This design comes from an exercise in tuning for small area, a short achievable clock period and few clock cycles per item on the open sky130 flow, not from production work.

==> inputs of 10-17 <==
Design fp_mul_arbiter, start of the top module:
module fp_mul_arbiter #(
    parameter int W = fp_alu_pkg::FP_W
) (
    input  logic         clk,
    input  logic         rst,
    input  logic         req0_valid,
    input  logic [W-1:0] req0_a,
    input  logic [W-1:0] req0_b,
    output logic         req0_ready,
    input  logic         req1_valid,
    input  logic [W-1:0] req1_a,
    input  logic [W-1:0] req1_b,
    output logic         req1_ready,
    output logic         rsp_valid,
    output logic [W-1:0] rsp_data,
    output logic         rsp_id,
    input  logic         rsp_ready
);
==> module FP_Mul_post, before the edit <==
module FP_Mul_post (
    input  logic        sign_i,
    input  logic        nan_i,
    input  logic [9:0]  exp_i,
    input  logic [24:0] ph_i,       
    input  logic        g_i,        
    input  logic        st_i,       
    output logic [31:0] p_o
);
    logic [22:0] mant;
    logic        guard, sticky, round_up;
    logic [23:0] mant_r;
    logic [9:0]  exp_r;
    always_comb begin
        if (ph_i[24]) begin
            mant   = ph_i[23:1];
            guard  = ph_i[0];
            sticky = g_i | st_i;
        end else begin
            mant   = ph_i[22:0];
            guard  = g_i;
            sticky = st_i;
        end
        round_up = guard & (sticky | mant[0]);
        mant_r   = {1'b0, mant} + {23'd0, round_up};
        exp_r    = exp_i + {9'd0, ph_i[24]} + {9'd0, mant_r[23]};
        if (exp_r[9] || (exp_r == 10'd0))
            p_o = {sign_i, 31'd0};
        else if (exp_r >= 10'd255)
            p_o = {sign_i, 8'hFF, nan_i, 22'd0};
        else
            p_o = {sign_i, exp_r[7:0], mant_r[22:0]};
    end
endmodule
make LEC_CHECK=0 ABC_AREA=1 CAP_MARGIN=20 CORE_MARGIN=2 CORE_UTILIZATION=40 SETUP_SLACK_MARGIN=3 SLEW_MARGIN=20 finish   # period 11.0 ns
run.sh (not shown) runs the stock make flow with config.mk's settings and CLKGATE_MAP_FILE= SYNTH_SCRIPT=/design/flow/synth_recipe.tcl, a recipe that flattens the netlist after the stock synthesis.
==> 06-01: changes against 10-17 <==
--- a/flow/config.mk
+++ b/flow/config.mk
@@ -9,5 +9,5 @@
 export CAP_MARGIN = 20
 export CORE_MARGIN = 2
 export CORE_UTILIZATION = 40
-export SETUP_SLACK_MARGIN = 3
+export SETUP_SLACK_MARGIN = 5
 export SLEW_MARGIN = 20
==> 12-08: changes against 10-17 <==
--- a/flow/design.v
+++ b/flow/design.v
@@ -2026,35 +2026,65 @@
 module FP_Mul_post (
     input  logic        sign_i,
     input  logic        nan_i,
-    input  logic [9:0]  exp_i,
+    input  logic [9:0]  exp_i,      
     input  logic [24:0] ph_i,       
     input  logic        g_i,        
     input  logic        st_i,       
     output logic [31:0] p_o
 );
-    logic [22:0] mant;
-    logic        guard, sticky, round_up;
-    logic [23:0] mant_r;
-    logic [9:0]  exp_r;
+    logic        n;
+    logic        ru1, ru0;            
+    logic [22:0] a1, a0;              
+    logic [22:0] m1, m0, mant;
+    logic        ovf1, ovf0;
+    logic [9:0]  e1, e2;
+    logic        u0, u1, u2, o0, o1, o2;
+    logic [7:0]  ef;
+    logic        zero, inf;
+    assign n   = ph_i[24];
+    assign ru1 = ph_i[0] & (g_i | st_i | ph_i[1]);
+    assign ru0 = g_i & (st_i | ph_i[0]);
     always_comb begin
-        if (ph_i[24]) begin
-            mant   = ph_i[23:1];
-            guard  = ph_i[0];
-            sticky = g_i | st_i;
+        a1[0] = ph_i[1];
+        a0[0] = ph_i[0];
+        for (int k = 1; k < 23; k++) begin
+            a1[k] = a1[k-1] & ph_i[k+1];
+            a0[k] = a0[k-1] & ph_i[k];
+        end
+        m1[0] = ph_i[1] ^ ru1;
+        m0[0] = ph_i[0] ^ ru0;
+        for (int k = 1; k < 23; k++) begin
+            m1[k] = ph_i[k+1] ^ (ru1 & a1[k-1]);
+            m0[k] = ph_i[k]   ^ (ru0 & a0[k-1]);
+        end
+    end
+    assign ovf1 = ru1 & a1[22];
+    assign ovf0 = ru0 & a0[22];
+    assign mant = n ? m1 : m0;
+    assign e1 = exp_i + 10'd1;
+    assign e2 = exp_i + 10'd2;
+    assign u0 = exp_i[9] | (exp_i == 10'd0);
+    assign u1 = e1[9] | (e1 == 10'd0);
+    assign u2 = e2[9] | (e2 == 10'd0);
+    assign o0 = ~exp_i[9] & (exp_i >= 10'd255);
+    assign o1 = ~e1[9] & (e1 >= 10'd255);
+    assign o2 = ~e2[9] & (e2 >= 10'd255);
+    always_comb begin
+        if (n) begin
+            ef   = ovf1 ? e2[7:0] : e1[7:0];
+            zero = ovf1 ? u2 : u1;
+            inf  = ovf1 ? o2 : o1;
         end else begin
-            mant   = ph_i[22:0];
-            guard  = g_i;
-            sticky = st_i;
+            ef   = ovf0 ? e1[7:0] : exp_i[7:0];
+            zero = ovf0 ? u1 : u0;
+            inf  = ovf0 ? o1 : o0;
         end
-        round_up = guard & (sticky | mant[0]);
-        mant_r   = {1'b0, mant} + {23'd0, round_up};
-        exp_r    = exp_i + {9'd0, ph_i[24]} + {9'd0, mant_r[23]};
-        if (exp_r[9] || (exp_r == 10'd0))
+        if (zero)
             p_o = {sign_i, 31'd0};
-        else if (exp_r >= 10'd255)
+        else if (inf)
             p_o = {sign_i, 8'hFF, nan_i, 22'd0};
         else
-            p_o = {sign_i, exp_r[7:0], mant_r[22:0]};
+            p_o = {sign_i, ef, mant};
     end
 endmodule
 `default_nettype wire
--- a/flow/config.mk
+++ b/flow/config.mk
@@ -9,5 +9,5 @@
 export CAP_MARGIN = 20
 export CORE_MARGIN = 2
 export CORE_UTILIZATION = 40
-export SETUP_SLACK_MARGIN = 3
+export SETUP_SLACK_MARGIN = 5
 export SLEW_MARGIN = 20
==> run notes <==
metric	06-01	10-17	12-08
Met2 routed WL	34.6 mm	31.9 mm	31.7 mm
Post-CTS setup buffer count	46	0	29
Overall Global Routing Usage	0.275	0.269	0.251
Number of buffer and inverter stages on the critical path	5	4	2
Filler Cell Count	5,036	5,226	4,957
Vias in the first global route	20,400	19,900	19,200
Inverters	540	535	509
Slowest library cell on the worst path	sky130_fd_sc_hd__edfxtp_1	sky130_fd_sc_hd__clkdlybuf4s50_1	sky130_fd_sc_hd__clkdlybuf4s50_1
Largest stage delay on the critical path	0.46 ns	0.64 ns	0.54 ns
Outcome	no timing/DRC/antenna violations	no timing/DRC/antenna violations	no timing/DRC/antenna violations
R2r worst-path depth	17	24	19
Setup repair after global routing missed its margin	yes	no	yes
Grt met1 use	0.349	0.347	0.336
Half-perimeter wire length of the detailed placement result	55.9 mm	55.2 mm	50.6 mm
No run of this note included a check of the RTL's function; only the layout flow was run.

-- static timing again, ports no longer ideal --
How much do the figures lean on ideal ports? The routed layouts below were timed once more, with nothing changed but the port constraints. Step 1 sets driving cells, clkbuf_16 on the clock port and buf_2 on the other inputs (assumed; they add their load-dependent delay and slew). Step 2 times the ports against the registers' clock, not the clock port: input delays grow and output delays shrink by t, the midpoint of the rising clock arrivals with the driver on. Three values: ideal ports, drivers, drivers and shift; two values: the first two.
run	t, ns	setup slack, ns	worst setup path after step 2
10-17	0.455	3.599 / 3.541 / 3.619	register to register
06-01	0.462	4.315 / 4.258 / 4.720	register to output
12-08	0.420	5.057 / 5.002 / 5.064	input to output
After both steps every run listed still meets setup and hold.
